What follows belongs to an exercise in optimizing a design on an open flow for small area, a short achievable clock period and few clock cycles per item; a production flow would make more cautious choices.
Only simulation tests tie the RTL to the original design; equivalence was not proved.
The clock cells of run 6 come from the design's own scripts or RTL, not from TritonCTS.
The clock input has no modelled driver; a real chip could not lean on it and would need a root buffer or a full tree.
No activity file was given, so power comes from the tool's default toggle rates.

<file path="design/flow/run.sh">
#!/bin/bash
# synth_recipe.tcl (not shown) runs the flow's synth.tcl, then flattens the netlist and writes it again
# the make line also repeats each setting of config.mk as NAME=value (left out here)
make -C /OpenROAD-flow-scripts/flow DESIGN_CONFIG=/design/flow/config.mk WORK_HOME=/design/flow/orfs CLKGATE_MAP_FILE= SYNTH_SCRIPT=/design/flow/synth_recipe.tcl finish
</file>
<file path="design/flow/config.mk">
export PLATFORM = sky130hd
export DESIGN_NAME = small_set_membership_table
export DESIGN_NICKNAME = small_set_membership_table
export VERILOG_FILES = /design/flow/design.v
export SDC_FILE = /design/flow/constraint.sdc
export NUM_CORES = 4
export LEC_CHECK = 0
export CAP_MARGIN = 20
export CORE_MARGIN = 2
export CORE_UTILIZATION = 40
export CTS_CLUSTER_DIAMETER = 100
export CTS_CLUSTER_SIZE = 24
export SETUP_SLACK_MARGIN = 2.15
export SLEW_MARGIN = 20
</file>
<file path="design/flow/constraint.sdc">
create_clock -name core_clock -period 4.0 [get_ports {clk_i}]
set_input_delay 0.8000 -clock core_clock [delete_from_list [all_inputs] [get_ports {clk_i}]]
set_output_delay 0.8000 -clock core_clock [all_outputs]
set_load 0.01 [all_outputs]
</file>
<file path="design/flow/design.v">
`default_nettype none
package ssmt_pkg;
  localparam int unsigned OP_W           = 2;
  localparam int unsigned VALUE_W        = 16;
  localparam int unsigned COUNT_W        = 5;
  localparam int unsigned DEF_CAPACITY   = 16;
  localparam int unsigned DEF_ELEM_WIDTH = 16;
  typedef enum logic [OP_W-1:0] {
    OP_INSERT = 2'd0,
    OP_DELETE = 2'd1,
    OP_QUERY  = 2'd2,
    OP_CLEAR  = 2'd3
  } ssmt_op_e;
  typedef struct packed {
    logic ins_en;
    logic del_en;
  } ssmt_ctl_t;
endpackage
`default_nettype wire
`default_nettype none
module ssmt_cell #(
  parameter int unsigned ELEM_WIDTH = ssmt_pkg::DEF_ELEM_WIDTH
) (
  input  wire logic                   clk_i,
  input  wire logic                   we_i,      
  input  wire logic [ELEM_WIDTH-1:0]  wdata_i,   
  input  wire logic [ELEM_WIDTH-1:0]  cmp_i,     
  output logic                        match_o    
);
  logic [ELEM_WIDTH-1:0] entry_q;
  assign match_o = (entry_q == cmp_i);
  always_ff @(posedge clk_i) begin
    if (we_i) begin
      entry_q <= wdata_i;
    end
  end
endmodule
`default_nettype wire
`default_nettype none
module small_set_membership_table #(
  parameter int unsigned CAPACITY   = ssmt_pkg::DEF_CAPACITY,
  parameter int unsigned ELEM_WIDTH = ssmt_pkg::DEF_ELEM_WIDTH
) (
  input  wire logic                          clk_i,
  input  wire logic                          rst_ni,
  input  wire logic                          start_i,
  output logic                               busy_o,
  input  wire logic [ssmt_pkg::OP_W-1:0]     op_i,
  input  wire logic [ssmt_pkg::VALUE_W-1:0]  value_i,
  output logic                               valid_o,
  output logic                               was_member_o,
  output logic [ssmt_pkg::COUNT_W-1:0]       count_o,
  output logic                               empty_res_o,
  output logic                               full_res_o,
  output logic                               rejected_o
);
  localparam int unsigned CNT_W = $clog2(CAPACITY + 1);
  logic                      x_vld_q;
  logic [ssmt_pkg::OP_W-1:0] x_op_q;
  logic [ELEM_WIDTH-1:0]     x_val_q;
  logic                      y_vld_q;
  logic [ssmt_pkg::OP_W-1:0] y_op_q;
  logic [ELEM_WIDTH-1:0]     y_val_q;
  logic [CAPACITY-1:0]       y_raw_q;        
  logic [CAPACITY-1:0]       y_wslot_q;      
  logic                      y_weq_q;        
  logic                      y_same_q;       
  logic                      u_vld_q;
  logic [ssmt_pkg::OP_W-1:0] u_op_q;
  logic [ELEM_WIDTH-1:0]     u_val_q;
  logic [CAPACITY-1:0]       u_match_q, u_match_d;
  logic                      u_pre_q;        
  logic                      u_same_q;       
  logic                      u_post_q;       
  logic                    init_q;
  logic [CAPACITY-1:0]     valid_q, valid_d;
  logic [CNT_W-1:0]        count_q, count_d;
  logic                    full_q;           
  logic [CAPACITY-1:0]     free_q, free_d;   
  logic [CAPACITY-1:0]     raw_match;
  logic                    valid_res_q;
  logic                    was_q, empty_q, full_res_q, rej_q;
  logic [ssmt_pkg::COUNT_W-1:0] cnt_res_q;
  assign busy_o = 1'b0;
  function automatic logic [CAPACITY-1:0] lowest_free(input logic [CAPACITY-1:0] used);
    logic seen;
    seen = 1'b0;
    for (int i = 0; i < CAPACITY; i++) begin
      lowest_free[i] = !used[i] && !seen;
      seen           = seen || !used[i];
    end
  endfunction
  always_ff @(posedge clk_i or negedge rst_ni) begin
    if (!rst_ni) begin
      x_vld_q <= 1'b0;
    end else begin
      x_vld_q <= start_i;
    end
  end
  always_ff @(posedge clk_i) begin
    x_op_q  <= op_i;
    x_val_q <= ELEM_WIDTH'(value_i);
  end
  for (genvar i = 0; i < CAPACITY; i++) begin : g_cell
    ssmt_cell #(
      .ELEM_WIDTH(ELEM_WIDTH)
    ) u_cell (
      .clk_i  (clk_i),
      .we_i   (free_q[i]),
      .wdata_i(u_val_q),
      .cmp_i  (x_val_q),
      .match_o(raw_match[i])
    );
  end
  always_ff @(posedge clk_i or negedge rst_ni) begin
    if (!rst_ni) begin
      y_vld_q <= 1'b0;
    end else begin
      y_vld_q <= x_vld_q;
    end
  end
  always_ff @(posedge clk_i) begin
    y_op_q    <= x_op_q;
    y_val_q   <= x_val_q;
    y_raw_q   <= raw_match;
    y_wslot_q <= free_q;
    y_weq_q   <= x_val_q == u_val_q;
    y_same_q  <= (x_val_q == y_val_q) && y_vld_q;
  end
  logic [CAPACITY-1:0] y_match;    
  assign y_match   = (y_wslot_q & {CAPACITY{y_weq_q}}) | (~y_wslot_q & y_raw_q);
  assign u_match_d = (free_q & {CAPACITY{y_same_q}}) | (~free_q & y_match);
  always_ff @(posedge clk_i or negedge rst_ni) begin
    if (!rst_ni) begin
      u_vld_q <= 1'b0;
    end else begin
      u_vld_q <= y_vld_q;
    end
  end
  always_ff @(posedge clk_i) begin
    u_op_q    <= y_op_q;
    u_val_q   <= y_val_q;
    u_match_q <= u_match_d;
    u_pre_q   <= |(y_match & valid_q) && !(u_vld_q && (u_op_q == ssmt_pkg::OP_CLEAR));
    u_same_q  <= y_same_q;
  end
  logic [CAPACITY-1:0] hit;
  logic                member;
  logic                is_ins, is_del, is_qry, is_clr;
  logic                rej_d;
  logic                empty_set;
  logic                ins_ok;
  logic                del_ok;
  logic                post_d;
  assign is_ins   = u_vld_q && (u_op_q == ssmt_pkg::OP_INSERT);
  assign is_del   = u_vld_q && (u_op_q == ssmt_pkg::OP_DELETE);
  assign is_qry   = u_vld_q && (u_op_q == ssmt_pkg::OP_QUERY);
  assign is_clr   = u_vld_q && (u_op_q == ssmt_pkg::OP_CLEAR);
  assign empty_set = is_clr || !init_q;
  assign hit      = u_match_q & valid_q;
  assign member   = u_same_q ? u_post_q : u_pre_q;
  assign ins_ok   = is_ins && !full_q && !member;
  assign del_ok   = is_del && member;
  assign rej_d    = is_ins && full_q && !member;
  assign post_d   = (is_ins && !(full_q && !member)) || (is_qry && member);
  logic [CNT_W-1:0]    cnt_inc, cnt_dec;
  logic [CAPACITY-1:0] free_ins, free_del;
  logic                empty_d, full_d;
  assign cnt_inc  = count_q + CNT_W'(1);
  assign cnt_dec  = count_q - CNT_W'(1);
  assign free_ins = lowest_free(valid_q | free_q);
  assign free_del = lowest_free(valid_q & ~hit);
  always_comb begin
    valid_d = valid_q;
    count_d = count_q;
    free_d  = free_q;
    empty_d = count_q == '0;
    full_d  = full_q;
    if (empty_set) begin
      valid_d = '0;
      count_d = '0;
      free_d  = CAPACITY'(1);
      empty_d = 1'b1;
      full_d  = 1'b0;
    end else if (ins_ok) begin
      valid_d = valid_q | free_q;
      count_d = cnt_inc;
      free_d  = free_ins;
      empty_d = 1'b0;
      full_d  = count_q == CNT_W'(CAPACITY - 1);
    end else if (del_ok) begin
      valid_d = valid_q & ~hit;
      count_d = cnt_dec;
      free_d  = free_del;
      empty_d = count_q == CNT_W'(1);
      full_d  = 1'b0;
    end
  end
  always_ff @(posedge clk_i or negedge rst_ni) begin
    if (!rst_ni) begin
      init_q      <= 1'b0;
      valid_res_q <= 1'b0;
    end else begin
      init_q      <= 1'b1;
      valid_res_q <= u_vld_q;
    end
  end
  always_ff @(posedge clk_i) begin
    valid_q <= valid_d;
    count_q <= count_d;
    full_q  <= full_d;
    free_q  <= free_d;
  end
  always_ff @(posedge clk_i) begin
    u_post_q <= post_d;
  end
  always_ff @(posedge clk_i) begin
    was_q      <= member;
    cnt_res_q  <= ssmt_pkg::COUNT_W'(count_d);
    empty_q    <= empty_d;
    full_res_q <= full_d;
    rej_q      <= rej_d;
  end
  assign valid_o      = valid_res_q;
  assign was_member_o = was_q;
  assign count_o      = cnt_res_q;
  assign empty_res_o  = empty_q;
  assign full_res_o   = full_res_q;
  assign rejected_o   = rej_q;
endmodule
`default_nettype wire
</file>
==> results of run 1 <==
## final cells by class
| type | instances | area, sq um | area share (%) |
|---|---|---|---|
| clock buffer | 36 | 581.8 | 3.237 |
| clock inverter | 1 | 30.03 | 0.1671 |
| sequential | 409 | 10860 | 60.42 |
| inverter | 8 | 30.03 | 0.1671 |
| multi-input combinational | 656 | 4977 | 27.69 |
| timing repair buffer | 98 | 845.8 | 4.706 |
| tap | 518 | 648.1 | 3.606 |
## metal layers
metal  vias to the layer above  global-route usage [%]  share of wire, %
met5                         -                       0                 0
met4                         0                   3.962               1.9
met3                        49                   2.461               6.4
met2                       288                   32.28                48
met1                      4563                   27.43                44
li1                       4139                       -                 -
## final timing paths
check / cells past startpoint / slack [ps] / startpoint / endpoint
setup / recovery: 1 / 2160 / full_q / full_res_o
hold / removal: 0 / 340 / x_op_q[1] / y_op_q[1]
setup reg to reg: 4 / 2210 / y_weq_q / u_pre_q
hold reg to reg: 0 / 340 / x_op_q[1] / y_op_q[1]
max in group asynchronous: 1 / 3330 / rst_ni / u_vld_q
min in group asynchronous: 1 / 470 / rst_ni / x_vld_q
## placed cells by master, fill, tap and decap left out, drive strengths merged, types with 2 or more instances in the layout
cell / instances
xor2: 6
clkdlybuf4s50: 20
and4bb: 2
nor3: 13
dfxtp: 148
mux2: 34
a22oi: 15
clkbuf: 36
edfxtp: 256
nor2b: 10
a21oi: 33
nor2: 33
nand4: 75
o22ai: 3
mux2i: 3
nand2b: 6
and2: 2
nand3: 7
nor4: 20
conb: 2
a221oi: 2
nor3b: 4
buf: 77
dfrtp: 5
o21ai: 17
ha: 5
inv: 8
nand2: 55
a32oi: 3
xnor2: 286
## power breakdown
group	leakage (nW)	switching, mW	internal (mW)
Sequential	3.64	0.116	4.59
Combinational	1.76	0.285	0.223
Clock	0.288	1.33	1.02
## stage by stage
stage / hold slack (ps) / util [%]
after detailed placement: 319.4 / 43.40
final: 335.1 / 46.18
after global placement: 313.2 / 43.40
after CTS: 336.8 / 45.68
after global routing: 340.5 / 46.18
after floorplan: 309.6 / -
## cells by family (layout without fill, tap and decap cells)
group,after synthesis,after routing
flip-flops,409,409
XOR/XNOR,292,292
AND/OR/NAND/NOR,237,237
AO/OA/AOI/OAI,83,83
buffers and inverters,53,143
multiplexers,36,37
adder cells (fa/ha/maj),5,5
other,2,2
## state kept, by name (all words and copies together) (netlist names), 16 cells and up
register               count
y_wslot_q                 16
x_val_q                   16
y_val_q                   16
g_cell.u_cell.entry_q    256
free_q                    16
u_match_q                 16
y_raw_q                   16
u_val_q                   16
valid_q                   16
## timing repair
| item | CTS | global route |
|---|---|---|
| cloned | 2 | 0 |
| resized for setup | 81 | 23 |
| setup buffers | 20 | 13 |
| setup endpoints to repair | 60 | 29 |
| pin swaps | 3 | 6 |
==> reports/results.ini, run 1 <==
[floorplanning]
coreArea_sq_mm = 0.03892
io_pins = 32
initial_core_util_pct = 40.81
die_w_um = 203.3
die_area_sq_mm = 0.04131
rows = 72
dieHeight_um = 203.3

[routing]
drtIter0Drc = 793
vias = 9039
drtPass1Iterations = 8
wirelength_mm = 39.87
drc = 0
via_per_inst = 5.237
drtAntennaViolNets = 0
routedWlPerCell_um = 23.10

[timing]
max_freq_mhz = 544.6
hold_viol = 0
tns_ps = 0
rsz0062_at_grt = yes
slew_headroom_pct = 29.65
worstMarginPinSlew_ps = 1054
report.final.slew_viol_count = 0
setup_ws_ps = 2164
fin_crit_ps = 1836
setup_viol = 0
finClkSkew_ps = 27.51
fin_crit_sh_pct = 45.91

[clocking]
insertion_delay_ps = 530
numCtsBuffers = 21
clockBufferDepth = 3
clk_pin_slew_worst_paths_ps = 100
ctsHtreeMaxLevel = 1
cts_hold_buf = 0
cts_tree = done
cts.sinks = 409
cts_root_buffer = clkbuf_16

[layout]
final_cells = 1726
drive_above_1_share_pct = 15.73
num_antenna_cells = 0
fillers = 3494
area_growth_pct = 13.18
nets = 1220
stdcell_area_sq_mm = 0.01797

[setup_path]
max_stage_delay_ps = 400
critPathKind = flop to primary output
crit_required_ps = 3200
worstSetupStartpointType = flop
path_max_fanout = 6
crit_family = flip-flops
endpoint_kind = primary output
crit_chain = buf_6
arrival_ps = 1040
cp_slowest_cell = dfxtp_4
crit_buf_inv = 1

[yosys]
ys_async_sr_fraction_pct = 1.222
syn_area_sq_mm = 0.01588
synth.top_cells.by_area = edfxtp_1 (48%), dfxtp_1 (19%), xnor2_1 (16%)
synthTopCellsByCount = xnor2_1 (286), edfxtp_1 (256), dfxtp_1 (148), nand4_1 (75), nand2_1 (55)
synth_top_area_share_pct = 48.41
synth_enable_flop_cells = 256
synth_xor_area_share_pct = 16.10
muxShareOfSynthArea_pct = 2.561
yosys.area_share.simple_pct = 8.249
synth_most_common_cell = xnor2_1
yosys.area.top_type = edfxtp_1
ys_types = 57
synth-seq-cells = 409
avgSynthCellArea_sq_um = 14.22
yosys_warnings = 2
synth_top_family_by_area = XOR/XNOR gates
synth_nets = 1143
synth_compound_area_share_pct = 3.278
synthCells = 1117
synth-adder-area-share_pct = 0.3939
ys_seq_area_share_pct = 67.85
synthFlopType = edfxtp_1

[place]
dp_worst_setup_slack_ps = 1722
dp_hpwl_mm = 22.99
gp_congestion = 0.8032
io_buffers = 30
dp.cells = 1654
placed_area_sq_mm = 0.01689

[pwr]
cellPowerDensity_mw_per_mm2 = 420.8
irDropWorstVdd_uv = 337.9
p_leak_nw = 5.684
power_mw = 7.563

[global_routing]
antenna_found_initial = 1
grt_overflow = 0
grt_pass1_vias = 8882
grt_max_degree = 27
grt.total_usage_pct = 19.42
grt_pass1_wl_mm = 58.77

[run]
maxCapViolations = 0

[worst_hold_path]
hp-class = flop to flop

[outcome]
outcome = no timing/DRC/antenna violations

Testbench counts, summed over its fixed seeds: cycles 32,032, items 32,000.
==> run 2, diff against run 1 <==
--- a/design/flow/config.mk
+++ b/design/flow/config.mk
@@ -10,5 +10,5 @@
 export CORE_UTILIZATION = 40
 export CTS_CLUSTER_DIAMETER = 100
 export CTS_CLUSTER_SIZE = 24
-export SETUP_SLACK_MARGIN = 2.15
+export SETUP_SLACK_MARGIN = 2.1
 export SLEW_MARGIN = 20
==> reports/results.ini, run 2 <==
[clocking]
numCtsBuffers = 21  ; unchanged
ctsHtreeMaxLevel = 1  ; unchanged
cts.sinks = 409  ; unchanged
clockBufferDepth = 3  ; unchanged
cts_tree = done
insertion_delay_ps = 530  ; about the same
cts_root_buffer = clkbuf_16
cts_hold_buf = 0  ; unchanged
clk_pin_slew_worst_paths_ps = 100  ; about the same

[setup_path]
arrival_ps = 2280  ; +1240 ps
cp_slowest_cell = or4b_4
crit_required_ps = 4430  ; +1230 ps
path_max_fanout = 11  ; +5
r2r-start = u_op_q[0]
worstSetupStartpointType = flop
critPathKind = flop to flop
startpoint = u_op_q[0]
endpoint_kind = flop
max_stage_delay_ps = 610  ; +210 ps
crit_chain = or4b_4 > nor2_4 > buf_12 > nor3b_1 > a221oi_1 > nor2_1

[layout]
layout_commonest_cell = xnor2_1
drive_above_1_share_pct = 15.68  ; -0.044 points
regMostFlops = g_cell.u_cell.entry_q
num_antenna_cells = 0  ; unchanged
largest_register_ffs = 256  ; unchanged
fin_util_pct = 45.98  ; -0.21 points
nets = 1217  ; -0.25%
area_growth_pct = 12.68
fillers = 3506  ; +0.34%
final_cell_mix = xnor2_1 (286), edfxtp_1 (256), dfxtp_1 (115)

[yosys]
muxShareOfSynthArea_pct = 2.561  ; unchanged
synth_top_family_by_area = XOR/XNOR gates
synth_compound_area_share_pct = 3.278  ; unchanged
synthTopCellsByCount = xnor2_1 (286), edfxtp_1 (256), dfxtp_1 (148), nand4_1 (75), nand2_1 (55)
synth_most_common_cell = xnor2_1
syn_area_sq_mm = 0.01588  ; unchanged
avgSynthCellArea_sq_um = 14.22  ; unchanged
ys_types = 57  ; unchanged
synth_top_area_share_pct = 48.41  ; unchanged
synth.top_cells.by_area = edfxtp_1 (48%), dfxtp_1 (19%), xnor2_1 (16%)
synth_xor_area_share_pct = 16.10  ; unchanged
synthCells = 1117  ; unchanged
synth-adder-area-share_pct = 0.3939  ; unchanged
yosys_warnings = 2  ; unchanged
synthFlopType = edfxtp_1
ys_seq_area_share_pct = 67.85  ; unchanged
synth_nets = 1143  ; unchanged
ys_async_sr_fraction_pct = 1.222  ; unchanged
yosys.area_share.simple_pct = 8.249  ; unchanged
yosys.area.top_type = edfxtp_1
synth_enable_flop_cells = 256  ; unchanged
synth-seq-cells = 409  ; unchanged

[global_routing]
grt_pass1_wl_mm = 57.93  ; -1.4%
grt_pass1_vias = 8787  ; -1.1%
antenna_found_initial = 1  ; unchanged
grt.total_usage_pct = 19.15  ; -0.27 points
grt_max_degree = 27  ; unchanged
grt_overflow = 0  ; unchanged

[floorplanning]
dieHeight_um = 203.3  ; unchanged
io_pins = 32  ; unchanged
die_w_um = 203.3  ; unchanged
die_area_sq_mm = 0.04131  ; unchanged
initial_core_util_pct = 40.81  ; unchanged
rows = 72  ; unchanged
coreArea_sq_mm = 0.03892  ; unchanged

[pwr]
cellPowerDensity_mw_per_mm2 = 422.3  ; +0.35%
irDropWorstVdd_uv = 343.9  ; +1.8%
power_mw = 7.556  ; about the same
p_leak_nw = 5.656  ; -0.50%

[worst_hold_path]
min-delay-start = x_op_q[1]
hp-class = flop to flop

[timing]
setup_ws_ps = 2143  ; -20.25 ps
tns_ps = 0  ; unchanged
finClkSkew_ps = 26.16  ; -1.355 ps
worstMarginPinSlew_ps = 1076  ; +21.74 ps
slew_headroom_pct = 28.20  ; -1.5 points
max_freq_mhz = 538.6  ; -1.1%
report.final.slew_viol_count = 0  ; unchanged
fin_crit_ps = 1857  ; +20.25 ps
hold_viol = 0  ; unchanged
rsz0062_at_grt = no
setup_viol = 0  ; unchanged
fin_crit_sh_pct = 46.42  ; +0.51 points

[routing]
drtIter0Drc = 842  ; +6.2%
via_per_inst = 5.236  ; about the same
drtAntennaViolNets = 0  ; unchanged
drc = 0  ; unchanged
drtPass1Iterations = 5  ; -3
routedWlPerCell_um = 23.12  ; +0.10%
vias = 9022  ; -0.19%
wirelength_mm = 39.84  ; about the same

[place]
gp_congestion = 0.8032  ; unchanged
dp_worst_setup_slack_ps = 1722  ; unchanged
io_buffers = 30  ; unchanged
dp_hpwl_mm = 22.99  ; unchanged

[outcome]
outcome = no timing/DRC/antenna violations

[run]
maxCapViolations = 0  ; unchanged

[run 2: critical path: cells and delay by family (launching register included)]
family                 cells  cell delay, ps
buffers and inverters      1             160
AND/OR/NAND/NOR            4             950
AO/OA/AOI/OAI              1             290
flip-flops                 1             340
[run 2: repair_timing]
item,4_1_cts,5_1_grt
gates resized for setup,68,27
endpoints found under the hold margin,0,0
endpoints found under the setup margin,57,25
gates cloned,0,3
pin swaps,0,4
setup buffers,12,17
[run 2: cell families after synthesis]
kind of cell               count (synthesis)
buffers and inverters                     53
DFF                                      409
AOI/OAI and AO/OA                         83
other                                      2
xor gates and xnor gates                 292
adders and majority gates                  5
and+or+nand+nor                          237
muxes                                     36
[run 2: power breakdown]
group / total [mW] / switching, mW / leakage [nW] / internal (mW)
Combinational: 0.501 / 0.284 / 1.73 / 0.218
Clock: 2.34 / 1.32 / 0.288 / 1.02
Sequential: 4.71 / 0.117 / 3.63 / 4.60
Total: 7.56 / 1.73 / 5.66 / 5.83
[run 2: metrics by stage]
step	area, sq um	hold slack, ps	cells
2_1_floorplan	15890	309.6	1117
3_3_place_gp	16890	313.2	1654
3_5_place_dp	16890	319.4	1654
4_1_cts	17660	336.8	1703
5_1_grt	17890	340.4	1723
6_report	17890	335.1	1723
[run 2: cell type report]
class | count | area [sq um] | area share, %
clock buffer | 36 | 581.8 | 3.252
multi-input combinational | 657 | 4980 | 27.83
sequential | 409 | 10850 | 60.63
clock inverter | 1 | 30.03 | 0.1678
inverter | 8 | 30.03 | 0.1678
timing repair buffer | 94 | 775.7 | 4.335
tap | 518 | 648.1 | 3.622
[run 2: worst paths after layout]
kind / cells after the start / end / slack, ps
setup / recovery: 6 / free_q[6] / 2140
hold / removal: 0 / y_op_q[1] / 340
setup reg to reg: 6 / free_q[6] / 2140
hold reg to reg: 0 / y_op_q[1] / 340
max in group asynchronous: 1 / u_vld_q / 3310
min in group asynchronous: 1 / x_vld_q / 470
[run 2: metal layers]
metal	GRT usage [%]	wire, um
met2	31.64	18890
met3	2.173	2070
met1	27.30	18070
met4	4.119	814
met5	0	0
==> run 3, diff against run 2 <==
--- a/design/flow/design.v
+++ b/design/flow/design.v
@@ -76,7 +76,7 @@
   logic [CAPACITY-1:0]     valid_q, valid_d;
   logic [CNT_W-1:0]        count_q, count_d;
   logic                    full_q;           
-  logic [CAPACITY-1:0]     free_q, free_d;   
+  logic [CAPACITY-1:0]     free;             
   logic [CAPACITY-1:0]     raw_match;
   logic                    valid_res_q;
   logic                    was_q, empty_q, full_res_q, rej_q;
@@ -90,6 +90,7 @@
       seen           = seen || !used[i];
     end
   endfunction
+  assign free = lowest_free(valid_q);
   always_ff @(posedge clk_i or negedge rst_ni) begin
     if (!rst_ni) begin
       x_vld_q <= 1'b0;
@@ -106,7 +107,7 @@
       .ELEM_WIDTH(ELEM_WIDTH)
     ) u_cell (
       .clk_i  (clk_i),
-      .we_i   (free_q[i]),
+      .we_i   (free[i]),
       .wdata_i(u_val_q),
       .cmp_i  (x_val_q),
       .match_o(raw_match[i])
@@ -123,13 +124,13 @@
     y_op_q    <= x_op_q;
     y_val_q   <= x_val_q;
     y_raw_q   <= raw_match;
-    y_wslot_q <= free_q;
+    y_wslot_q <= free;
     y_weq_q   <= x_val_q == u_val_q;
     y_same_q  <= (x_val_q == y_val_q) && y_vld_q;
   end
   logic [CAPACITY-1:0] y_match;    
   assign y_match   = (y_wslot_q & {CAPACITY{y_weq_q}}) | (~y_wslot_q & y_raw_q);
-  assign u_match_d = (free_q & {CAPACITY{y_same_q}}) | (~free_q & y_match);
+  assign u_match_d = (free & {CAPACITY{y_same_q}}) | (~free & y_match);
   always_ff @(posedge clk_i or negedge rst_ni) begin
     if (!rst_ni) begin
       u_vld_q <= 1'b0;
@@ -164,34 +165,27 @@
   assign rej_d    = is_ins && full_q && !member;
   assign post_d   = (is_ins && !(full_q && !member)) || (is_qry && member);
   logic [CNT_W-1:0]    cnt_inc, cnt_dec;
-  logic [CAPACITY-1:0] free_ins, free_del;
   logic                empty_d, full_d;
   assign cnt_inc  = count_q + CNT_W'(1);
   assign cnt_dec  = count_q - CNT_W'(1);
-  assign free_ins = lowest_free(valid_q | free_q);
-  assign free_del = lowest_free(valid_q & ~hit);
   always_comb begin
     valid_d = valid_q;
     count_d = count_q;
-    free_d  = free_q;
     empty_d = count_q == '0;
     full_d  = full_q;
     if (empty_set) begin
       valid_d = '0;
       count_d = '0;
-      free_d  = CAPACITY'(1);
       empty_d = 1'b1;
       full_d  = 1'b0;
     end else if (ins_ok) begin
-      valid_d = valid_q | free_q;
+      valid_d = valid_q | free;
       count_d = cnt_inc;
-      free_d  = free_ins;
       empty_d = 1'b0;
       full_d  = count_q == CNT_W'(CAPACITY - 1);
     end else if (del_ok) begin
       valid_d = valid_q & ~hit;
       count_d = cnt_dec;
-      free_d  = free_del;
       empty_d = count_q == CNT_W'(1);
       full_d  = 1'b0;
     end
@@ -209,7 +203,6 @@
     valid_q <= valid_d;
     count_q <= count_d;
     full_q  <= full_d;
-    free_q  <= free_d;
   end
   always_ff @(posedge clk_i) begin
     u_post_q <= post_d;
--- a/design/flow/config.mk
+++ b/design/flow/config.mk
@@ -10,5 +10,5 @@
 export CORE_UTILIZATION = 40
 export CTS_CLUSTER_DIAMETER = 100
 export CTS_CLUSTER_SIZE = 24
-export SETUP_SLACK_MARGIN = 2.1
+export SETUP_SLACK_MARGIN = 2.15
 export SLEW_MARGIN = 20
==> reports/results.ini, run 3 <==
[worst_hold_path]
min_to = y_op_q[0]
hold_depth = 0  ; unchanged
hp-class = flop to flop
min-delay-start = x_op_q[0]

[layout]
final_cell_mix = xnor2_1 (284), edfxtp_1 (256), dfxtp_1 (100)
drive_above_1_share_pct = 17.34  ; +1.7 points
largest_register_ffs = 256  ; unchanged
num_antenna_cells = 0  ; unchanged
layout_commonest_cell = xnor2_1
stdcell_area_sq_mm = 0.01729  ; -3.4%
fillers = 3287  ; -6.2%
area_growth_pct = 14.92
fin_util_pct = 46.33  ; +0.36 points
nets = 1125  ; -7.6%
final_cells = 1587  ; -7.9%
regMostFlops = g_cell.u_cell.entry_q

[clocking]
cts.sinks = 393  ; -3.9%
clk_pin_slew_worst_paths_ps = 100  ; about the same
cts_tree = done
numCtsBuffers = 20  ; -4.8%
cts_root_buffer = clkbuf_16
clockBufferDepth = 3  ; unchanged
cts_hold_buf = 0  ; unchanged
insertion_delay_ps = 540  ; about the same
ctsHtreeMaxLevel = 1  ; unchanged

[setup_path]
worstSetupStartpointType = flop
arrival_ps = 2090  ; -190 ps
r2r_slack_ps = 2150  ; about the same
path_max_fanout = 8  ; -3
rr_worst_depth = 4  ; -2
r2r-start = valid_q[6]
crit_required_ps = 4240  ; -190 ps
critPathKind = flop to flop
endpoint_kind = flop
r2r-end = g_cell[13].u_cell.entry_q[14]

[floorplanning]
initial_core_util_pct = 40.32  ; -0.49 points
die_w_um = 197.9  ; -2.6%
dieHeight_um = 197.9  ; -2.6%
io_pins = 32  ; unchanged
rows = 71  ; -1.4%
die_area_sq_mm = 0.03917  ; -5.2%
coreArea_sq_mm = 0.03731  ; -4.1%

[timing]
hold_viol = 0  ; unchanged
setup_viol = 0  ; unchanged
fin_crit_ps = 1848  ; -8.780 ps
finClkSkew_ps = 26.06  ; -0.09870 ps
worstMarginPinSlew_ps = 921.8  ; -153.7 ps
rsz0062_at_grt = yes
tns_ps = 0  ; unchanged
fin_crit_sh_pct = 46.20  ; -0.22 points
slew_headroom_pct = 38.46  ; +10 points
max_freq_mhz = 541.2  ; +0.48%
report.final.slew_viol_count = 0  ; unchanged
fin_hold_ws_ps = 333.4  ; -1.628 ps
setup_ws_ps = 2152  ; +8.780 ps

[global_routing]
grt_max_degree = 26  ; -3.7%
grt.total_usage_pct = 19.49  ; +0.33 points
grt_pass1_wl_mm = 54.77  ; -5.5%
antenna_found_initial = 1  ; unchanged
grt_overflow = 0  ; unchanged
grt_pass1_vias = 8252  ; -6.1%

[yosys]
ys_seq_area_share_pct = 69.50  ; +1.6 points
synth_most_common_cell = xnor2_1
synth_enable_flop_cells = 256  ; unchanged
synth.top_cells.by_area = edfxtp_1 (51%), dfxtp_1 (18%), xnor2_1 (17%)
synth_nets = 1035  ; -9.4%
synthCells = 1009  ; -9.7%
synth-seq-cells = 393  ; -3.9%
ys_types = 55  ; -3.5%
avgSynthCellArea_sq_um = 14.91  ; +4.9%
ys_async_sr_fraction_pct = 1.272  ; +0.050 points
synthTopCellsByCount = xnor2_1 (284), edfxtp_1 (256), dfxtp_1 (132), nand4_1 (76), nor4_1 (24)
synth_top_area_share_pct = 51.10  ; +2.7 points
synthFlopType = edfxtp_1
syn_area_sq_mm = 0.01504  ; -5.3%
yosys.area.top_type = edfxtp_1
yosys_warnings = 2  ; unchanged

[pwr]
irDropWorstVdd_uv = 339.8  ; -1.2%
cellPowerDensity_mw_per_mm2 = 409.8  ; -3.0%
p_leak_nw = 5.450  ; -3.6%
power_mw = 7.084  ; -6.2%

[run]
maxCapViolations = 0  ; unchanged

[routing]
via_per_inst = 5.238  ; about the same
drtPass1Iterations = 5  ; unchanged
vias = 8313  ; -7.9%
routedWlPerCell_um = 23.67  ; +2.4%
drtIter0Drc = 807  ; -4.2%
wirelength_mm = 37.57  ; -5.7%
drtAntennaViolNets = 0  ; unchanged
drc = 0  ; unchanged

[place]
placed_area_sq_mm = 0.01610  ; -4.7%
io_buffers = 30  ; unchanged
dp.cells = 1507  ; -8.9%
gp_congestion = 0.9216  ; +15%
dp_hpwl_mm = 23.38  ; +1.7%
dp_worst_setup_slack_ps = 1611  ; -111.4 ps

[outcome]
outcome = no timing/DRC/antenna violations

[run 3: cell type report]
type | instances | area (sq um) | area share (%)
clock buffer | 35 | 578.1 | 3.344
multi-input combinational | 563 | 4484 | 25.94
inverter | 10 | 40.04 | 0.2316
sequential | 393 | 10540 | 60.97
tap | 474 | 593.1 | 3.431
clock inverter | 1 | 16.27 | 0.09409
timing repair buffer | 111 | 1036 | 5.993
[run 3: where the power goes]
group / switching, mW / total (mW) / internal (mW)
Combinational: 0.207 / 0.378 / 0.171
Clock: 1.24 / 2.24 / 1.00
Sequential: 0.107 / 4.46 / 4.36
[run 3: routing by layer]
| layer | track usage, % | vias to the layer above | wire length [um] |
|---|---|---|---|
| li1 | - | 3794 | - |
| met1 | 26.45 | 4251 | 16530 |
| met2 | 32.29 | 193 | 18150 |
| met3 | 2.708 | 75 | 1673 |
| met4 | 6.516 | 0 | 1212 |
| met5 | 0 | - | 0 |
[run 3: how the worst max path moves through the flow]
stage                          start  cells past startpoint                       endpoint  slack (ps)
after global routing      valid_q[6]                      4  g_cell[13].u_cell.entry_q[14]        2120
after global placement    valid_q[4]                      4                  u_match_q[13]        1660
after CTS                 count_q[0]                      1                     count_o[0]        1670
after floorplan           valid_q[4]                      5                  u_match_q[13]        1910
final                     valid_q[6]                      4  g_cell[13].u_cell.entry_q[14]        2150
after detailed placement  valid_q[0]                      4                  u_match_q[15]        1610
[run 3: what timing repair did]
| item | in CTS | in global routing |
|---|---|---|
| setup endpoints to repair | 243 | 116 |
| endpoints found under the hold margin | 0 | 0 |
| gates cloned | 0 | 2 |
| pin swaps | 10 | 10 |
| resized for setup | 77 | 28 |
| buffers inserted | 21 | 21 |
[run 3: logic make-up (layout without fill, tap and decap cells)]
logic type,count (synthesis),count (layout),share of synthesized area [%]
other,2,2,0.04992
adders and majority gates,5,5,0.4159
xor gates and xnor gates,288,288,16.77
AOI/OAI and AO/OA,45,45,1.938
and+or+nand+nor,194,194,7.660
buffers and inverters,53,157,1.522
DFF,393,393,69.50
muxes,29,29,2.146
[run 3: worst max-delay path: stages, from the launching register on]
cell and delay [ps]:
dfxtp_4 370, nand4_4 150, or4_4 580, nor3_4 270
buf_6 190
Testbench counts of run 3, summed over its fixed seeds: cycles 32,032, items 32,000.
==> run 4, diff against run 3 <==
--- a/design/flow/design.v
+++ b/design/flow/design.v
@@ -75,7 +75,7 @@
   logic                    init_q;
   logic [CAPACITY-1:0]     valid_q, valid_d;
   logic [CNT_W-1:0]        count_q, count_d;
-  logic                    full_q;           
+  logic                    full_now;         
   logic [CAPACITY-1:0]     free;             
   logic [CAPACITY-1:0]     raw_match;
   logic                    valid_res_q;
@@ -158,12 +158,13 @@
   assign is_qry   = u_vld_q && (u_op_q == ssmt_pkg::OP_QUERY);
   assign is_clr   = u_vld_q && (u_op_q == ssmt_pkg::OP_CLEAR);
   assign empty_set = is_clr || !init_q;
+  assign full_now   = count_q[CNT_W-1];
   assign hit      = u_match_q & valid_q;
   assign member   = u_same_q ? u_post_q : u_pre_q;
-  assign ins_ok   = is_ins && !full_q && !member;
+  assign ins_ok   = is_ins && !full_now && !member;
   assign del_ok   = is_del && member;
-  assign rej_d    = is_ins && full_q && !member;
-  assign post_d   = (is_ins && !(full_q && !member)) || (is_qry && member);
+  assign rej_d    = is_ins && full_now && !member;
+  assign post_d   = (is_ins && !(full_now && !member)) || (is_qry && member);
   logic [CNT_W-1:0]    cnt_inc, cnt_dec;
   logic                empty_d, full_d;
   assign cnt_inc  = count_q + CNT_W'(1);
@@ -172,7 +173,7 @@
     valid_d = valid_q;
     count_d = count_q;
     empty_d = count_q == '0;
-    full_d  = full_q;
+    full_d  = full_now;
     if (empty_set) begin
       valid_d = '0;
       count_d = '0;
@@ -202,7 +203,6 @@
   always_ff @(posedge clk_i) begin
     valid_q <= valid_d;
     count_q <= count_d;
-    full_q  <= full_d;
   end
   always_ff @(posedge clk_i) begin
     u_post_q <= post_d;
==> reports/results.ini, run 4 <==
[outcome]
outcome = no timing/DRC/antenna violations

[yosys]
synthTopCellsByCount = xnor2_1 (284), edfxtp_1 (256), dfxtp_1 (132), nand4_1 (73), buf_2 (35)
yosys_warnings = 2  ; unchanged
synth_enable_flop_cells = 256  ; unchanged
synth_most_common_cell = xnor2_1
ys_async_sr_fraction_pct = 1.272  ; unchanged
synthFlopType = edfxtp_1
synth_top_area_share_pct = 50.93  ; -0.17 points
synth.top_cells.by_area = edfxtp_1 (51%), dfxtp_1 (18%), xnor2_1 (16%)
ys_types = 54  ; -1.8%
synth_nets = 1021  ; -1.4%
synth-seq-cells = 393  ; unchanged
ys_seq_area_share_pct = 69.26  ; -0.24 points
syn_area_sq_mm = 0.01509  ; +0.34%
yosys.area.top_type = edfxtp_1
avgSynthCellArea_sq_um = 15.17  ; +1.8%
synthCells = 995  ; -1.4%

[timing]
tns_ps = 0  ; unchanged
fin_crit_sh_pct = 46.26  ; +0.060 points
finClkSkew_ps = 26.60  ; +0.5468 ps
hold_viol = 0  ; unchanged
setup_viol = 0  ; unchanged
fin_crit_ps = 1850  ; +2.380 ps
slew_headroom_pct = 44.37  ; +5.9 points
max_freq_mhz = 540.5  ; -0.13%
worstMarginPinSlew_ps = 833.6  ; -88.19 ps
rsz0062_at_grt = yes
report.final.slew_viol_count = 0  ; unchanged

[routing]
drtPass1Iterations = 6  ; +1
via_per_inst = 5.129  ; -2.1%
drc = 0  ; unchanged
routedWlPerCell_um = 23.43  ; -1.0%
vias = 8161  ; -1.8%
wirelength_mm = 37.27  ; -0.78%
drtAntennaViolNets = 0  ; unchanged
drtIter0Drc = 821  ; +1.7%

[global_routing]
grt_pass1_wl_mm = 53.81  ; -1.7%
grt_overflow = 0  ; unchanged
grt.total_usage_pct = 19.16  ; -0.32 points
antenna_found_initial = 0  ; -1
grt_pass1_vias = 7871  ; -4.6%
grt_max_degree = 26  ; unchanged

[clocking]
cts_root_buffer = clkbuf_16
numCtsBuffers = 20  ; unchanged
clockBufferDepth = 3  ; unchanged
cts_tree = done
clk_pin_slew_worst_paths_ps = 100  ; about the same
cts.sinks = 393  ; unchanged
insertion_delay_ps = 540  ; about the same
ctsHtreeMaxLevel = 1  ; unchanged

[layout]
final_cell_mix = xnor2_1 (284), edfxtp_1 (256), dfxtp_1 (105)
largest_register_ffs = 256  ; unchanged
area_growth_pct = 13.75
layout_commonest_cell = xnor2_1
fillers = 3303  ; +0.49%
num_antenna_cells = 0  ; unchanged
drive_above_1_share_pct = 17.13  ; -0.21 points
final_cells = 1591  ; +0.25%
regMostFlops = g_cell.u_cell.entry_q
nets = 1092  ; -2.9%
stdcell_area_sq_mm = 0.01717  ; -0.68%

[place]
dp.cells = 1528  ; +1.4%
gp_congestion = 0.8523  ; -7.5%
io_buffers = 30  ; unchanged
dp_hpwl_mm = 23.16  ; -0.97%
placed_area_sq_mm = 0.01618  ; +0.52%

[pwr]
power_mw = 7.073  ; -0.17%
irDropWorstVdd_uv = 285.5  ; -16%
cellPowerDensity_mw_per_mm2 = 411.9  ; +0.52%
p_leak_nw = 5.312  ; -2.5%

[floorplanning]
io_pins = 32  ; unchanged
die_w_um = 198.3  ; +0.17%
initial_core_util_pct = 40.36  ; +0.041 points
die_area_sq_mm = 0.03931  ; +0.34%
coreArea_sq_mm = 0.03740  ; +0.24%
dieHeight_um = 198.3  ; +0.17%
rows = 71  ; unchanged

[run]
maxCapViolations = 0  ; unchanged

[worst_hold_path]
hold_depth = 0  ; unchanged
hp-class = flop to flop
min-delay-start = x_op_q[0]

[setup_path]
crit_buf_inv = 1  ; unchanged
arrival_ps = 1050  ; -1040 ps
critPathKind = flop to primary output
crit_required_ps = 3200  ; -1040 ps
crit_family = flip-flops
rr_worst_depth = 4  ; unchanged
path_depth = 1  ; -3
r2r-start = valid_q[0]
path_max_fanout = 7  ; -1
startpoint = count_q[3]
endpoint_kind = primary output
worstSetupStartpointType = flop
cp_slowest_cell = dfxtp_4
max_stage_delay_ps = 390  ; -190 ps
crit_chain = clkbuf_2
r2r_slack_ps = 2200  ; +50 ps

==> run 4: cell count changes in the layout (fill, tap and decap cells not counted), moves of 6 or more <==
| cell | before | now |
|---|---|---|
| nand3_1 | 23 | 17 |
| a21oi_1 | 20 | 8 |
| dfxtp_4 | 18 | 5 |
| dfxtp_2 | 14 | 22 |
| nor2_1 | 16 | 9 |
| buf_4 | 64 | 51 |
==> run 4: worst paths after layout <==
| path | endpoint |
|---|---|
| min in group asynchronous | y_vld_q |
| max | count_o[3] |
| min reg2reg | y_op_q[0] |
| max reg2reg | g_cell[10].u_cell.entry_q[4] |
| max in group asynchronous | valid_res_q |
| min | y_op_q[0] |
==> run 4: area by class of cell <==
| cell class | instances | area, sq um | area share (%) |
|---|---|---|---|
| clock inverter | 3 | 37.54 | 0.2186 |
| timing repair buffer | 93 | 877.1 | 5.108 |
| sequential | 393 | 10500 | 61.16 |
| clock buffer | 33 | 549.3 | 3.199 |
| inverter | 6 | 25.02 | 0.1457 |
| multi-input combinational | 552 | 4541 | 26.44 |
| tap | 511 | 639.4 | 3.724 |
==> run 4: cell families (layout without fill, tap and decap cells) <==
group | count (synthesis) | after routing | share of synthesized area (%)
other cells | 2 | 2 | 0.04975
flops | 393 | 393 | 69.26
compound gates | 41 | 41 | 2.031
fa+ha+maj | 5 | 5 | 0.4145
xor+xnor | 288 | 288 | 16.71
mux | 34 | 34 | 2.586
buf+inv | 51 | 135 | 1.699
simple gates | 181 | 182 | 7.245
==> run 4: repair_timing <==
| item | in CTS | in global routing |
|---|---|---|
| gates resized for setup | 70 | 15 |
| setup buffers | 21 | 5 |
| pin swaps | 11 | 6 |
| hold buffers | 0 | 0 |
| gates cloned | 0 | 1 |
| endpoints found under the setup margin | 278 | 47 |
==> run 4: routing by layer <==
metal	part of all wire, %	global-route usage [%]	up-vias
li1	-	-	3726
met1	47	28.13	4173
met2	46	30.77	220
met3	4.6	1.840	42
met4	2.5	4.456	0
met5	0	0	-
==> run 4: power breakdown <==
part	total, mW	switching, mW	internal (mW)
Clock	2.22	1.25	0.966
Sequential	4.47	0.109	4.36
Combinational	0.381	0.208	0.173
Total	7.07	1.57	5.50
==> run 4: metrics by stage <==
stage / hold slack [ps] / util (%) / setup WS [ps]
global route: 345.7 / 45.91 / 2111
global placement: 313.6 / 43.27 / 1673
CTS: 343.3 / 45.63 / 1969
finish: 340.4 / 45.91 / 2150
floorplan: 309.6 / - / 2026
detailed placement: 315.3 / 43.27 / 1605
Testbench counts of run 4, summed over its fixed seeds: cycles 32,032, items 32,000.
==> run 5, diff against run 4 <==
--- a/design/flow/design.v
+++ b/design/flow/design.v
@@ -55,9 +55,6 @@
   output logic                               rejected_o
 );
   localparam int unsigned CNT_W = $clog2(CAPACITY + 1);
-  logic                      x_vld_q;
-  logic [ssmt_pkg::OP_W-1:0] x_op_q;
-  logic [ELEM_WIDTH-1:0]     x_val_q;
   logic                      y_vld_q;
   logic [ssmt_pkg::OP_W-1:0] y_op_q;
   logic [ELEM_WIDTH-1:0]     y_val_q;
@@ -91,17 +88,6 @@
     end
   endfunction
   assign free = lowest_free(valid_q);
-  always_ff @(posedge clk_i or negedge rst_ni) begin
-    if (!rst_ni) begin
-      x_vld_q <= 1'b0;
-    end else begin
-      x_vld_q <= start_i;
-    end
-  end
-  always_ff @(posedge clk_i) begin
-    x_op_q  <= op_i;
-    x_val_q <= ELEM_WIDTH'(value_i);
-  end
   for (genvar i = 0; i < CAPACITY; i++) begin : g_cell
     ssmt_cell #(
       .ELEM_WIDTH(ELEM_WIDTH)
@@ -109,7 +95,7 @@
       .clk_i  (clk_i),
       .we_i   (free[i]),
       .wdata_i(u_val_q),
-      .cmp_i  (x_val_q),
+      .cmp_i  (ELEM_WIDTH'(value_i)),
       .match_o(raw_match[i])
     );
   end
@@ -117,16 +103,16 @@
     if (!rst_ni) begin
       y_vld_q <= 1'b0;
     end else begin
-      y_vld_q <= x_vld_q;
-    end
-  end
-  always_ff @(posedge clk_i) begin
-    y_op_q    <= x_op_q;
-    y_val_q   <= x_val_q;
+      y_vld_q <= start_i;
+    end
+  end
+  always_ff @(posedge clk_i) begin
+    y_op_q    <= op_i;
+    y_val_q   <= ELEM_WIDTH'(value_i);
     y_raw_q   <= raw_match;
     y_wslot_q <= free;
-    y_weq_q   <= x_val_q == u_val_q;
-    y_same_q  <= (x_val_q == y_val_q) && y_vld_q;
+    y_weq_q   <= ELEM_WIDTH'(value_i) == u_val_q;
+    y_same_q  <= (ELEM_WIDTH'(value_i) == y_val_q) && y_vld_q;
   end
   logic [CAPACITY-1:0] y_match;    
   assign y_match   = (y_wslot_q & {CAPACITY{y_weq_q}}) | (~y_wslot_q & y_raw_q);
==> reports/results.ini, run 5 <==
[clocking]
clk_pin_slew_worst_paths_ps = 90  ; about the same
ctsHtreeMaxLevel = 1  ; unchanged
cts_tree = done
cts_hold_buf = 0  ; unchanged
insertion_delay_ps = 540  ; about the same
numCtsBuffers = 19  ; -5.0%
cts_root_buffer = clkbuf_16
cts.sinks = 374  ; -4.8%
clockBufferDepth = 3  ; unchanged

[timing]
max_freq_mhz = 547.5  ; +1.3%
hold_viol = 0  ; unchanged
worstMarginPinSlew_ps = 1006  ; +172.0 ps
slew_headroom_pct = 32.87  ; -11 points
tns_ps = 0  ; unchanged
fin_crit_sh_pct = 45.66  ; -0.59 points
rsz0062_at_grt = yes
report.final.slew_viol_count = 0  ; unchanged
finClkSkew_ps = 16.04  ; -10.56 ps
setup_viol = 0  ; unchanged
fin_crit_ps = 1826  ; -23.79 ps

[layout]
drive_above_1_share_pct = 18.06  ; +0.93 points
area.sequential_sq_mm = 0.01010  ; -3.8%
nets = 1093  ; +0.092%
multi_input_area_sq_mm = 0.004544  ; about the same
largest_register_ffs = 256  ; unchanged
area_growth_pct = 15.78
final_cell_mix = xnor2_1 (284), edfxtp_1 (256), dfxtp_1 (101)
regMostFlops = g_cell.u_cell.entry_q
fillers = 3241  ; -1.9%
layout_commonest_cell = xnor2_1
num_antenna_cells = 0  ; unchanged

[global_routing]
grt_pass1_vias = 7973  ; +1.3%
grt_max_degree = 26  ; unchanged
antenna_found_initial = 1  ; +1
grt_pass1_wl_mm = 52.60  ; -2.3%
grt.total_usage_pct = 18.89  ; -0.27 points
grt_overflow = 0  ; unchanged

[pwr]
netSwitchingPower_mw = 1.502  ; -4.3%
power_mw = 6.776  ; -4.2%
clkPwrFrac_pct = 31.2  ; -0.2 points
power_frac_comb_pct = 6.7  ; +1.3 points
p_leak_nw = 5.306  ; -0.12%
p_int_mw = 5.274  ; -4.2%
irDropWorstVdd_uv = 307.0  ; +7.5%
swShare_pct = 22.17  ; -0.029 points
cellPowerDensity_mw_per_mm2 = 397.9  ; -3.4%
seqPwrFrac_pct = 62.1  ; -1.1 points

[setup_path]
crit_required_ps = 3200  ; about the same
crit_buf_inv = 1  ; unchanged
path_depth = 1  ; unchanged
startpoint = valid_res_q
rr_worst_depth = 5  ; +1
crit_chain = buf_6
crit_family = flip-flops
r2r_slack_ps = 2210  ; about the same
cp_slowest_cell = dfrtp_1
arrival_ps = 1030  ; -20 ps
r2r-end = u_match_q[10]
worstSetupStartpointType = flop
critPathKind = flop to primary output
r2r-start = valid_q[0]
max_stage_delay_ps = 380  ; about the same
endpoint_kind = primary output
path_max_fanout = 1  ; -6
crit_path_end = valid_o

[yosys]
ys_async_sr_fraction_pct = 1.070  ; -0.20 points
ys_types = 54  ; unchanged
syn_area_sq_mm = 0.01471  ; -2.6%
synthFlopType = edfxtp_1
synth_nets = 1002  ; -1.9%
synth_most_common_cell = xnor2_1
synth-seq-cells = 374  ; -4.8%
ys_seq_area_share_pct = 68.46  ; -0.81 points
synth_enable_flop_cells = 256  ; unchanged
synthCells = 976  ; -1.9%
synthTopCellsByCount = xnor2_1 (284), edfxtp_1 (256), dfxtp_1 (114), nand4_1 (73), buf_2 (35)
avgSynthCellArea_sq_um = 15.07  ; -0.66%
yosys_warnings = 2  ; unchanged
synth_top_area_share_pct = 52.26  ; +1.3 points
yosys.area.top_type = edfxtp_1
synth.top_cells.by_area = edfxtp_1 (52%), xnor2_1 (17%), dfxtp_1 (16%)

[floorplanning]
initial_core_util_pct = 40.37  ; about the same
die_area_sq_mm = 0.03832  ; -2.5%
rows = 70  ; -1.4%
dieHeight_um = 195.8  ; -1.3%
io_pins = 32  ; unchanged
coreArea_sq_mm = 0.03643  ; -2.6%
die_w_um = 195.8  ; -1.3%

[place]
dp_hpwl_mm = 20.88  ; -9.8%
gp_congestion = 0.7650  ; -10%
io_buffers = 30  ; unchanged

[routing]
drtIter0Drc = 510  ; -38%
routedWlPerCell_um = 23.46  ; +0.14%
vias = 8169  ; +0.098%
wirelength_mm = 36.32  ; -2.6%
via_per_inst = 5.277  ; +2.9%
drc = 0  ; unchanged
drtAntennaViolNets = 0  ; unchanged
drtPass1Iterations = 5  ; -1

[worst_hold_path]
hp-class = flop to flop

[outcome]
outcome = no timing/DRC/antenna violations

[run]
maxCapViolations = 0  ; unchanged

-- run 5: cell count changes after synthesis --
cell,before,now
dfxtp_1,132,114
dfrtp_1,5,4
-- run 5: repair_timing --
action                     in CTS  in global routing
setup endpoints to repair     279                 41
gates resized for setup        84                 31
pin swaps                      10                  8
buffers inserted               27                 26
-- run 5: layout make-up --
class	count	area share, %
sequential	374	59.33
multi-input combinational	551	26.68
timing repair buffer	115	7.185
tap	468	3.438
inverter	6	0.1690
clock buffer	32	3.078
clock inverter	2	0.1176
-- run 5: cells by family (layout without fill, tap and decap cells) --
kind of cell               Yosys count  after routing  share of synthesized area [%]
DFF                                374            374                          68.46
xor gates and xnor gates           288            288                          17.15
and+or+nand+nor                    181            181                          7.435
buffers and inverters               51            155                          1.744
AOI/OAI and AO/OA                   41             41                          2.084
muxes                               34             34                          2.654
adders and majority gates            5              5                         0.4253
other                                2              2                        0.05106
-- run 5: through the flow --
stage          instance area (sq um)  util [%]  hold slack, ps  setup slack [ps]  cells
2_1_floorplan                  14830         -           309.6              2026    976
3_5_place_dp                   15720     43.14           312.1              1216   1461
4_1_cts                        16680     45.78           347.3              2147   1522
3_3_place_gp                   15720     43.14           318.5              1248   1461
5_1_grt                        17030     46.74           360.1              2094   1548
6_report                       17030     46.74           346.6              2174   1548
-- run 5: power groups by stage --
stage	logic [mW]	clock network [mW]	registers, mW
floorplan	0.252	0	4.29
finish	0.452	2.11	4.21
CTS	0.437	2.17	4.21
detailed placement	0.414	0	4.30
global placement	0.414	0	4.30
global route	0.481	2.30	4.22
-- run 5: worst min-delay path by stage --
| stage | depth (start not counted) | start | to |
|---|---|---|---|
| global placement | 0 | y_op_q[1] | u_op_q[1] |
| finish | 0 | y_op_q[0] | u_op_q[0] |
| CTS | 0 | y_op_q[0] | u_op_q[0] |
| detailed placement | 0 | y_op_q[1] | u_op_q[1] |
| floorplan | 0 | y_op_q[0] | u_op_q[0] |
| global route | 0 | y_op_q[0] | u_op_q[0] |
-- run 5: metal layers --
layer  GRT usage [%]  vias up  share of wire [%]
met4           4.265        0                2.2
met1           26.60     4204                 45
met5               0        -                  0
met2           31.39      212                 48
li1                -     3704                  -
met3           2.476       49                5.0
Testbench counts of run 5, summed over its fixed seeds: cycles 32,024, items 32,000.
==> run 6, diff against run 5 <==
==> design/flow/flow/run.sh (new file) <==
#!/bin/bash
# The standard layout, with two changes: plain buf_4 cells as the port
# buffers, and a shallow balanced clock tree (flow/mcts.tcl) in place of
# TritonCTS. Synthesis and every other step are the standard ones.
set -euo pipefail
work=$(pwd)
export BUFFER_PORTS_ARGS="-buffer_cell sky130_fd_sc_hd__buf_4"
export PRE_CTS_TCL="$work/flow/mcts.tcl"
bash standard.sh > "$work/standard_flow.log" 2>&1
==> design/flow/flow/mcts.tcl (new file) <==
# PRE_CTS_TCL hook: replaces TritonCTS with a shallow balanced clock tree.
#
# The clock port drives COLS column buffers; each column buffer drives ROWS
# leaf buffers; each leaf buffer drives an equal share of the clock pins.
# Sinks are split into COLS columns of equal count by x, and each column
# into ROWS groups of equal count by y, so every register sees the same
# two buffers and a similar load. cts.tcl goes on as usual afterwards
# (legalization, timing repair).

rename clock_tree_synthesis __tritoncts_unused

proc clock_tree_synthesis { args } {
  set cols 4
  set rows 5
  set db [ord::get_db]
  set block [ord::get_db_block]
  set bufm [$db findMaster sky130_fd_sc_hd__clkbuf_16]
  set clknet [$block findNet clk_i]

  set sinks {}
  foreach it [$clknet getITerms] {
    if { [$it isInputSignal] } {
      set b [[$it getInst] getBBox]
      lappend sinks [list $it [expr { ([$b xMin] + [$b xMax]) / 2 }] \
        [expr { ([$b yMin] + [$b yMax]) / 2 }]]
    }
  }
  set n [llength $sinks]
  puts "mcts: $n clock sinks, $cols columns of $rows leaves"

  set by_x [lsort -integer -index 1 $sinks]
  set leaf 0
  for { set c 0 } { $c < $cols } { incr c } {
    set lo [expr { $c * $n / $cols }]
    set hi [expr { ($c + 1) * $n / $cols }]
    set col [lsort -integer -index 2 [lrange $by_x $lo [expr { $hi - 1 }]]]
    set m [llength $col]

    set mid [odb::dbInst_create $block $bufm "mcts_col_$c"]
    set midnet [odb::dbNet_create $block "mcts_colnet_$c"]
    $midnet setSigType CLOCK
    [$mid findITerm A] connect $clknet
    [$mid findITerm X] connect $midnet
    set mx 0
    set my 0

    for { set r 0 } { $r < $rows } { incr r } {
      set glo [expr { $r * $m / $rows }]
      set ghi [expr { ($r + 1) * $m / $rows }]
      set grp [lrange $col $glo [expr { $ghi - 1 }]]
      set sx 0
      set sy 0
      foreach s $grp {
        incr sx [lindex $s 1]
        incr sy [lindex $s 2]
      }
      set k [llength $grp]
      set lx [expr { $sx / $k }]
      set ly [expr { $sy / $k }]
      set lb [odb::dbInst_create $block $bufm "mcts_leaf_$leaf"]
      set lnet [odb::dbNet_create $block "mcts_leafnet_$leaf"]
      $lnet setSigType CLOCK
      [$lb findITerm A] connect $midnet
      [$lb findITerm X] connect $lnet
      $lb setLocation $lx $ly
      $lb setPlacementStatus PLACED
      foreach s $grp {
        set it [lindex $s 0]
        $it disconnect
        $it connect $lnet
      }
      incr mx $lx
      incr my $ly
      incr leaf
    }
    $mid setLocation [expr { $mx / $rows }] [expr { $my / $rows }]
    $mid setPlacementStatus PLACED
  }
  set_propagated_clock [all_clocks]
}
==> design/flow/standard.sh (new file) <==
#!/bin/bash
# synth_recipe.tcl (not shown) runs the flow's synth.tcl, then flattens the netlist and writes it again
# the make line also repeats each setting of config.mk as NAME=value (left out here)
make -C /OpenROAD-flow-scripts/flow DESIGN_CONFIG=/design/flow/config.mk WORK_HOME=/design/flow/orfs CLKGATE_MAP_FILE= SYNTH_SCRIPT=/design/flow/synth_recipe.tcl "${@:-finish}"
--- a/design/flow/config.mk
+++ b/design/flow/config.mk
@@ -10,5 +10,5 @@
 export CORE_UTILIZATION = 40
 export CTS_CLUSTER_DIAMETER = 100
 export CTS_CLUSTER_SIZE = 24
-export SETUP_SLACK_MARGIN = 2.15
+export SETUP_SLACK_MARGIN = 2.3
 export SLEW_MARGIN = 20
removed: design/flow/run.sh
==> reports/results.ini, run 6 <==
[place]
placed_area_sq_mm = 0.01547  ; -1.6%
dp_hpwl_mm = 20.08  ; -3.8%
io_buffers = 30  ; unchanged
gp_congestion = 0.8154  ; +6.6%

[yosys]
synth_top_area_share_pct = 52.26  ; unchanged
synth_enable_flop_cells = 256  ; unchanged
avgSynthCellArea_sq_um = 15.07  ; unchanged
synth.top_cells.by_area = edfxtp_1 (52%), xnor2_1 (17%), dfxtp_1 (16%)
synthTopCellsByCount = xnor2_1 (284), edfxtp_1 (256), dfxtp_1 (114), nand4_1 (73), buf_2 (35)
synth-seq-cells = 374  ; unchanged
syn_area_sq_mm = 0.01471  ; unchanged
yosys.area.top_type = edfxtp_1
yosys_warnings = 2  ; unchanged
ys_async_sr_fraction_pct = 1.070  ; unchanged
synth_nets = 1002  ; unchanged
synth_most_common_cell = xnor2_1
ys_types = 54  ; unchanged
synthFlopType = edfxtp_1
synthCells = 976  ; unchanged
ys_seq_area_share_pct = 68.46  ; unchanged

[clocking]
cts_hold_buf = 0  ; unchanged
clk_pin_slew_worst_paths_ps = 80  ; about the same
insertion_delay_ps = 330  ; -210 ps

[setup_path]
crit_buf_inv = 3  ; +2
crit_chain = and4_4 > buf_6 > nand3_4 > buf_4 > nor3b_4 > buf_6 > mux2_4
critPathKind = flop to flop
endpoint_kind = flop
cp_slowest_cell = dfxtp_4
path_max_fanout = 5  ; +4
crit_required_ps = 4220  ; +1020 ps
worstSetupStartpointType = flop
cp_common_cell = buf_6
crit_family = simple AND/OR/NAND/NOR gates
arrival_ps = 2090  ; +1060 ps
max_stage_delay_ps = 350  ; -30 ps

[timing]
setup_viol = 0  ; unchanged
hold_viol = 0  ; unchanged
slew_headroom_pct = 36.91  ; +4.0 points
rsz0062_at_grt = yes
tns_ps = 0  ; unchanged
fin_crit_sh_pct = 46.76  ; +1.1 points
fin_crit_ps = 1871  ; +44.17 ps
report.final.slew_viol_count = 0  ; unchanged
worstMarginPinSlew_ps = 945.1  ; -60.53 ps
max_freq_mhz = 534.6  ; -2.4%
finClkSkew_ps = 12.00  ; -4.045 ps

[outcome]
outcome = no timing/DRC/antenna violations

[layout]
num_antenna_cells = 0  ; unchanged
nets = 1109  ; +1.5%
largest_register_ffs = 256  ; unchanged
drive_above_1_share_pct = 22.94  ; +4.9 points
stdcell_area_sq_mm = 0.01742  ; +2.3%
layout_commonest_cell = xnor2_1
final_cell_mix = xnor2_1 (284), edfxtp_1 (256), dfxtp_1 (86)
regMostFlops = g_cell.u_cell.entry_q
area_growth_pct = 18.42

[routing]
drtAntennaViolNets = 0  ; unchanged
vias = 8219  ; +0.61%
wirelength_mm = 38.04  ; +4.8%
via_per_inst = 5.306  ; +0.55%
drtIter0Drc = 853  ; +67%
drc = 0  ; unchanged
routedWlPerCell_um = 24.56  ; +4.7%
drtPass1Iterations = 5  ; unchanged

[pwr]
netSwitchingPower_mw = 1.473  ; -1.9%
p_int_mw = 5.408  ; +2.5%
cellPowerDensity_mw_per_mm2 = 395.1  ; -0.70%
power_frac_comb_pct = 5.9  ; -0.8 points
p_leak_nw = 5.490  ; +3.5%
seqPwrFrac_pct = 61.6  ; -0.5 points
clkPwrFrac_pct = 32.5  ; +1.3 points
swShare_pct = 21.41  ; -0.76 points
irDropWorstVdd_uv = 270.2  ; -12%

[floorplanning]
rows = 70  ; unchanged
coreArea_sq_mm = 0.03643  ; unchanged
initial_core_util_pct = 40.37  ; unchanged
die_area_sq_mm = 0.03832  ; unchanged
die_w_um = 195.8  ; unchanged
dieHeight_um = 195.8  ; unchanged
io_pins = 32  ; unchanged

[run]
maxCapViolations = 0  ; unchanged

[global_routing]
grt_pass1_vias = 8052  ; +0.99%
grt_max_degree = 20  ; -23%
grt.total_usage_pct = 19.43  ; +0.54 points
grt_overflow = 0  ; unchanged
grt_pass1_wl_mm = 54.53  ; +3.7%
antenna_found_initial = 0  ; -1

[worst_hold_path]
hp-class = input pin to asynchronous set/reset pin

==> run 6: power groups by stage <==
stage | combinational, mW | clock, mW | sequential, mW
after floorplan | 0.266 | 0 | 4.29
after global placement | 0.372 | 0 | 4.33
after detailed placement | 0.375 | 0 | 4.33
final | 0.407 | 2.24 | 4.24
after CTS | 0.391 | 2.27 | 4.24
after global routing | 0.433 | 2.40 | 4.24
==> run 6: through the flow <==
step / instances / hold slack (ps) / util, % / power [mW] / setup WS [ps]
after floorplan: 976 / 309.6 / - / 4.558 / 2040
after global placement: 1438 / 317.2 / 42.44 / 4.705 / 1673
after detailed placement: 1438 / 315.0 / 42.45 / 4.710 / 1589
after CTS: 1529 / 243.4 / 46.89 / 6.904 / 2150
after global routing: 1549 / 245.0 / 47.81 / 7.078 / 2083
final: 1549 / 247.7 / 47.81 / 6.882 / 2129
==> run 6: logic make-up (layout without fill, tap and decap cells) <==
family / after synthesis / in the layout / share of synthesized area [%]
buffers and inverters: 51 / 155 / 1.744
muxes: 34 / 34 / 2.654
AOI/OAI and AO/OA: 41 / 41 / 2.084
xor gates and xnor gates: 288 / 288 / 17.15
other: 2 / 2 / 0.05106
adders and majority gates: 5 / 5 / 0.4253
DFF: 374 / 374 / 68.46
and+or+nand+nor: 181 / 182 / 7.435
==> run 6: area by class of cell <==
type	count	area (sq um)
Multi-Input combinational cell	552	4603
Timing Repair Buffer	125	1476
Fill cell	3165	19020
Inverter	6	25.02
Sequential cell	374	10130
Buffer	24	600.6
Tap cell	468	585.6
==> run 6: final timing paths <==
kind | startpoint | endpoint | slack (ps) | cells after the start
max reg2reg | valid_q[3] | u_match_q[12] | 2130 | 7
max | valid_q[3] | u_match_q[12] | 2130 | 7
min | rst_ni | valid_res_q | 250 | 1
min reg2reg | y_op_q[0] | u_op_q[0] | 340 | 0
max in group asynchronous | rst_ni | u_vld_q | 3650 | 1
min in group core_clock | y_op_q[0] | u_op_q[0] | 340 | 0
==> run 6: per-layer routing <==
metal  global-route usage [%]  vias up  routed length, um
li1                         -     3725                  -
met1                    27.83     4265              17180
met2                    33.02      181              18690
met3                    1.066       48               1316
met4                    4.097        0                862
met5                        0        -                  0
==> run 6: what timing repair did <==
item | 4_1_cts | 5_1_grt
endpoints found under the setup margin | 261 | 168
resized for setup | 77 | 35
buffers inserted | 58 | 17
pin swaps | 16 | 14
cloned | 9 | 3

## re-timing with driven ports
In the flow no input, the clock included, has a driving cell. The finished layouts below were timed again as built, in two steps.
Step 1, drivers: a clkbuf_16 drives clk_i and a buf_2 each remaining input, both assumed.
Step 2 adds t to the input delays and takes it off the output delays; t is the mean of the earliest and latest rising clock arrival at the registers after step 1. Input paths then give back, and output paths get back, about the clock's delay inside the block.
a / b / c = ideal ports / drivers / drivers and shift; a / b = the first two.
| run | t, ns | setup WS [ns] | worst register clock-pin slew, ns |
|---|---|---|---|
| run 1 | 0.575 | 2.164 / 2.110 / 2.211 | 0.10 / 0.10 |
| run 2 | 0.575 | 2.143 / 2.092 / 2.143 | 0.10 / 0.10 |
| run 3 | 0.582 | 2.152 / 2.119 / 2.152 | 0.10 / 0.10 |
| run 4 | 0.583 | 2.150 / 2.098 / 2.204 | 0.10 / 0.10 |
| run 5 | 0.577 | 2.174 / 2.124 / 1.643 | 0.10 / 0.10 |
| run 6 | 0.412 | 2.129 / 2.129 / 1.958 | 0.08 / 0.08 |
After both steps setup and hold are still met in every run listed. For run 5, which loses most, drivers alone change the setup slack by -0.050 ns; drivers and shift together by -0.531 ns.
